From an optimization exercise on the open Yosys and OpenROAD flow, aimed at small area, a short achievable clock period and few clock cycles; shortcuts taken in it are not production practice. RTL that was checked went through simulation tests only; none was proved equivalent to the original. No activity file was given, so power comes from the tool's default toggle rates.

## elgamal_signature_verify_unit
module elgamal_signature_verify_unit (
	input  logic                  clk,
	input  logic                  arst_n,
	input  logic                  cfg_valid,
	output logic                  cfg_ready,
	input  logic [1:0]            cfg_index,
	input  logic [elg_pkg::W-1:0] cfg_data,
	input  logic                  start,
	output logic                  busy,
	input  logic [3*elg_pkg::W-1:0] item,
	output logic                  done,
	output logic [2*elg_pkg::W:0] result
);
For scale: roughly 3000 cells after synthesis, about 480 flip-flops, about 30000 µm² of cells after synthesis.
export LEC_CHECK = 0
export CAP_MARGIN = 20
export CORE_MARGIN = 2
export CORE_UTILIZATION = 60
export SETUP_SLACK_MARGIN = 5
export SLEW_MARGIN = 20
export TNS_END_PERCENT = 5
create_clock -name core_clock -period 9.0 [get_ports {clk}]
run.sh (not shown) runs the stock make flow with config.mk's settings and CLKGATE_MAP_FILE= SYNTH_SCRIPT=/design/flow/synth_recipe.tcl, a recipe that flattens the netlist after the stock synthesis.
Testbench counts at the start, summed over its fixed seeds: cycles 360,580.
Next try:
--- a/flow/design.v
+++ b/flow/design.v
@@ -159,38 +159,38 @@
 		{x5, y5} = csa(x4, y4, mm1);
 		{xf, yf} = csa(x5, y5, mm2);
 		e_n  = |(xf[2:0] | yf[2:0]);
 		sv_n = xf[K +: SW];
 		cv_n = yf[K +: SW];
 	end
-	logic          sub_q, xsv_q, xsv2_q, xacc2_q, xacc_q, xone_q, xb_q, xinit_q, ycv_q, yb_q;
+	logic          sub_q, abit;    
 	logic [XW-1:0] ax, ay;
 	logic [XW:0]   asum;
 	logic [XW-1:0] ares;
 	logic [XW-1:0] init_v;
 	assign init_v = (mont && p_q[W-1]) ? (XW'(1) << (W-1)) : XW'(1);
 	always_comb begin
-		ax = ({XW{xsv_q}} & XW'(sv_q)) |
-			({XW{xsv2_q}} & XW'({sv_q, 1'b0})) |
-			({XW{xacc2_q}} & XW'({acc_q, 1'b0})) |
-			({XW{xacc_q}} & XW'(acc_q)) |
-			XW'(xone_q) |
-			({XW{xb_q}} & XW'(bmux)) |
-			({XW{xinit_q}} & init_v);
-		ay = ({XW{ycv_q}} & XW'(cv_q)) |
-			({XW{yb_q}} & XW'(breg_q)) |
+		ax = ({XW{st_q[I_MEND] | st_q[I_PB] | st_q[I_PC]}} & XW'(sv_q)) |
+			({XW{st_q[I_PA]}} & XW'({sv_q, 1'b0})) |
+			({XW{st_q[I_DBL]}} & XW'({acc_q, 1'b0})) |
+			({XW{st_q[I_FRED] & !one_q}} & XW'(acc_q)) |
+			XW'(st_q[I_FRED] & one_q) |
+			({XW{st_q[I_SCAN] | st_q[I_COPY]}} & XW'(bmux)) |
+			({XW{st_q[I_R2I]}} & init_v);
+		ay = ({XW{st_q[I_MEND] & mont}} & XW'(cv_q)) |
+			({XW{st_q[I_PA] & abit}} & XW'(breg_q)) |
 			({XW{sub_q}} & {{(XW-W){1'b1}}, ~p_q});
-		asum = (XW+1)'(({1'b0, ax, 1'b1} + {1'b0, ay, sub_q | (ycv_q & e_q)}) >> 1);
+		asum = (XW+1)'(({1'b0, ax, 1'b1} + {1'b0, ay, sub_q | (st_q[I_MEND] & mont & e_q)}) >> 1);
 		ares = (sub_q && !asum[XW]) ? ax : asum[XW-1:0];
 	end
 	logic          launch, chain;
 	logic [NOP-1:0] l_op;
 	logic [1:0]    l_asel;
 	logic [NB-1:0] l_bs;
 	logic [3:0]    l_dest;
-	logic          acc_we, t1_we, t2_we, t3_we, m_we, rs_sh, m_sh, take;
+	logic          acc_we, t1_we, t2_we, t3_we, m_we, m_one, rs_sh, m_sh, take;
 	logic          adv;       
 	always_comb begin
 		st_d   = '0;
 		op_d   = op_q;
 		asel_d = asel_q;
 		bs_d   = bs_q;
@@ -206,13 +206,13 @@
 		launch = 1'b0; chain = 1'b0;
 		l_op = '0; l_op[O_SQ] = 1'b1;
 		l_asel = A_ACC;
 		l_bs = '0; l_bs[B_ACC] = 1'b1;
 		l_dest = '0; l_dest[D_ACC] = 1'b1;
 		acc_we = 1'b0; t1_we = 1'b0; t2_we = 1'b0; t3_we = 1'b0;
-		m_we = 1'b0;
+		m_we = 1'b0; m_one = 1'b0;
 		take = 1'b0; adv = 1'b0;
 		if (st_q[I_IDLE]) begin
 			if (start) begin
 				take = 1'b1;
 				if (p_q == '0) st_d[I_ZERO] = 1'b1;
 				else st_d[I_R2I] = 1'b1;
@@ -322,12 +322,13 @@
 				end
 			end
 		end
 		if (st_q[I_FRED]) begin
 			if (!left_q) begin
 				m_we = 1'b1;
+				m_one = one_q;
 				st_d[I_COPY] = 1'b1;
 				bs_d = '0; bs_d[B_T2] = 1'b1;
 			end else begin
 				acc_we = 1'b1;
 				st_d[I_CMP] = 1'b1;
 			end
@@ -381,13 +382,13 @@
 		if (!arst_n) begin
 			st_q   <= NST'(1) << I_IDLE;
 			busy_q <= 1'b0;
 			done_q <= 1'b0;
 		end else begin
 			st_q   <= st_d;
-			sub_q  <= st_d[I_DBL] | st_d[I_PB] | st_d[I_PC] | (st_d[I_FRED] & !(one_d & !left_d));
+			sub_q  <= st_d[I_DBL] | st_d[I_FRED] | st_d[I_PB] | st_d[I_PC];
 			busy_q <= !st_d[I_IDLE];
 			done_q <= st_d[I_DONE];
 		end
 	end
 	always_ff @(posedge clk) begin
 		op_q   <= op_d;
@@ -399,32 +400,24 @@
 		dcnt_q <= dcnt_d;
 		bcnt_q <= bcnt_d;
 		one_q  <= one_d;
 		left_q <= left_d;
 		if (st_q[I_RUN] | st_q[I_PC] | launch) abits_q <= abits_d;
 		if (launch) breg_q <= breg_d;
-		xsv_q   <= st_d[I_MEND] | st_d[I_PB] | st_d[I_PC];
-		xsv2_q  <= st_d[I_PA];
-		xacc2_q <= st_d[I_DBL];
-		xacc_q  <= st_d[I_FRED] & !one_d;
-		xone_q  <= st_d[I_FRED] & one_d;
-		xb_q    <= st_d[I_SCAN] | st_d[I_COPY];
-		xinit_q <= st_d[I_R2I];
-		ycv_q   <= st_d[I_MEND] & mont;
-		yb_q    <= st_d[I_PA] & abits_d[kcnt_d];
+		if (st_q[I_PC] | launch) abit <= abits_d[kcnt_d];
 	end
 	always_ff @(posedge clk) begin
 		if (take) begin
 			r_q <= item[3*W-1:2*W];
 			s_q <= item[2*W-1:W];
 		end else if (rs_sh) begin
 			r_q <= {r_q[W-2:0], 1'b0};
 			s_q <= {s_q[W-2:0], 1'b0};
 		end
 		if (take) m_q <= item[W-1:0];
-		else if (m_we) m_q <= ares[W-1:0];
+		else if (m_we) m_q <= m_one ? W'(1) : ares[W-1:0];
 		else if (m_sh) m_q <= {m_q[W-2:0], 1'b0};
 		if (acc_we) acc_q <= ares[VW-1:0];
 		if (t1_we) t1_q <= ares[VW-1:0];
 		if (t2_we) t2_q <= ares[VW-1:0];
 		if (t3_we) t3_q <= ares[VW-1:0];
 		if (launch) begin
After rerunning: Register-to-register slack got worse by 0.06 ns. Global-route usage falls by 0.73 points. Wire length falls slightly. Count of clock-buffer cells in the layout falls by 8. Via count hardly moves. Synthesized cell count falls slightly. Sequential cell count falls by 8. Critical path depth falls by 1. Worst hold slack improved by 0.0087 ns. Setup slack got worse by 0.055 ns. Combinational power rises by a few percent. Final cell count falls slightly. Clock power hardly moves.
Testbench counts after the change, summed over its fixed seeds: cycles 360,580.

* * *

== lane 1 ==
Another version of the RTL of elgamal_signature_verify_unit (not shown whole).
Size in the first run: ~2800 cells after synthesis, roughly 480 flip-flops, ~0.030 mm² of cells after synthesis.
==> flow/design.v (excerpt) <==
module elgamal_signature_verify_unit (
	input  logic                  clk,
	input  logic                  arst_n,
	input  logic                  cfg_valid,
	output logic                  cfg_ready,
	input  logic [1:0]            cfg_index,
	input  logic [elg_pkg::W-1:0] cfg_data,
	input  logic                  start,
	output logic                  busy,
	input  logic [3*elg_pkg::W-1:0] item,
	output logic                  done,
	output logic [2*elg_pkg::W:0] result
);
==> flow/config.mk <==
export PLATFORM = sky130hd
export DESIGN_NAME = elgamal_signature_verify_unit
export DESIGN_NICKNAME = elgamal_signature_verify_unit
export VERILOG_FILES = /design/flow/design.v
export SDC_FILE = /design/flow/constraint.sdc
export NUM_CORES = 4
export LEC_CHECK = 0
export CAP_MARGIN = 20
export CORE_MARGIN = 2
export CORE_UTILIZATION = 65
export SETUP_SLACK_MARGIN = 5
export SLEW_MARGIN = 20
export TNS_END_PERCENT = 5
==> flow/constraint.sdc <==
create_clock -name core_clock -period 9.0 [get_ports {clk}]
set_input_delay 1.8000 -clock core_clock [delete_from_list [all_inputs] [get_ports {clk}]]
set_output_delay 1.8000 -clock core_clock [all_outputs]
set_load 0.01 [all_outputs]
--- input diff lane 1..lane 2 ---
--- a/flow/design.v
+++ b/flow/design.v
@@ -121,15 +121,14 @@
 	localparam int TW = SW + K;
 	logic [SW-1:0] sv_n, cv_n;
 	logic          e_n;
 	logic [TW-1:0] pp0, pp1, pp2, mm0, mm1, mm2;
 	logic [TW-1:0] x1, y1, x2, y2, x3, y3, x4, y4, x5, y5, xf, yf;
 	logic [2:0]    qq, qu;
 	logic          qb0, qh1, qg1, qh2, qg2, qhh, qc1, qc2;
-	logic          qa1, qa2, qa3, qj1, qk1, qj2, qk2;
 	function automatic logic [2*TW-1:0] csa(input logic [TW-1:0] a, b, c);
 		logic [TW-1:0] s, cy;
 		s  = a ^ b ^ c;
 		cy = ((a & b) | (a & c) | (b & c)) << 1;
 		csa = {s, cy};
 	endfunction
 	always_comb begin
@@ -141,24 +140,16 @@
 		qg1 = sv_q[0] & cv_q[0];
 		qh2 = e_q ^ qb0;
 		qg2 = e_q & qb0;
 		qhh = qh1 | qh2;
 		qq[0] = qh1 ^ qh2;
 		qc1 = qhh ^ qg1 ^ qg2;
 		qc2 = (qhh & qg1) | (qhh & qg2) | (qg1 & qg2);
-		qa1 = abits_q[0] & breg_q[1];
-		qa2 = abits_q[1] & breg_q[0];
-		qa3 = qq[0] & p_q[1];
-		qj1 = sv_q[1] ^ cv_q[1] ^ qa1;
-		qk1 = (sv_q[1] & cv_q[1]) | (sv_q[1] & qa1) | (cv_q[1] & qa1);
-		qj2 = qa2 ^ qa3 ^ qc1;
-		qk2 = (qa2 & qa3) | (qa2 & qc1) | (qa3 & qc1);
-		qu[0] = qj1 ^ qj2;
-		qu[1] = qk1 ^ qk2 ^ (qj1 & qj2);
-		qu[2] = 1'b0;
+		qu = 3'(sv_q[1]) + 3'(cv_q[1]) + 3'(abits_q[0] & breg_q[1]) + 3'(abits_q[1] & breg_q[0]) +
+			3'(qq[0] & p_q[1]) + 3'(qc1);
 		qq[1] = qu[0];
 		qq[2] = sv_q[2] ^ cv_q[2] ^ (abits_q[0] & breg_q[2]) ^ (abits_q[1] & breg_q[1]) ^
 			(abits_q[2] & breg_q[0]) ^ (qq[0] & p_q[2]) ^ (qq[1] & !p_q[1]) ^ qu[1] ^ qc2;
 		mm0 = qq[0] ? TW'(p_q) : '0;
 		mm1 = qq[1] ? TW'({p_q, 1'b0}) : '0;
 		mm2 = qq[2] ? TW'({p_q, 2'b0}) : '0;
 		{x1, y1} = csa(TW'(sv_q), TW'(cv_q), pp0);
Notes after the runs:
Lane 2 completed every stage of the flow, and the final layout passed the timing, DRC and antenna checks.
Non-clock buffer count: lane 2 vs lane 1 down about 17%
Going from lane 1 to lane 2, clock-buffer cell count grew slightly.
Initial antenna violation count: lane 2 lower than lane 1
Status: area of all sequential standard cells parity (lane 2, lane 1)
Summed instance area of the synthesized netlist (lower): lane 1
Diff lane 1 -> lane 2: combinational group share of total power has decreased; proportion of cell area occupied by registers has increased; worst-case setup margin in the final layout has increased; met3 track demand over resource in global routing has decreased.
Delta(number of buffers and inverters on the critical path, lane 2 - lane 1) < 0
On fmax, the higher figure sits with lane 2, not lane 1.
Testbench counts of lane 2, summed over its fixed seeds: cycles 360,580.
Function not checked in lane 1: the RTL went through the layout flow alone.

==> separate check: timing with driven ports <==
Ports are ideal in the flow. The routed layouts listed here were re-timed in OpenROAD. Step 1 (the two cells are an assumption about what drives the block):
set clk [get_ports {clk}]
set_driving_cell -lib_cell sky130_fd_sc_hd__clkbuf_16 $clk
set_driving_cell -lib_cell sky130_fd_sc_hd__buf_2 [delete_from_list [all_inputs] $clk]
Step 2 times the ports against the registers' clock, not the clock port: input delays grow and output delays shrink by t, the midpoint of the rising clock arrivals with the driver on. Slacks: ideal ports / drivers / drivers and shift; pairs: ideal ports / drivers.
run	t (ns)	setup slack, ns	worst setup path at the end	slew at the worst register clock pin (ns)
the first run of note 1	0.676	4.602 / 4.602 / 4.602	register to register	0.07 / 0.07
the second run of note 1	0.667	4.546 / 4.546 / 4.546	register to register	0.07 / 0.07
lane 1	0.669	4.297 / 4.297 / 4.297	register to register	0.07 / 0.07
lane 2	0.662	4.702 / 4.702 / 4.471	input to register	0.07 / 0.07
After both steps setup and hold are still met in every run listed. For lane 2, which loses most, drivers alone change the setup slack by 0.000 ns; drivers and shift together by -0.231 ns.
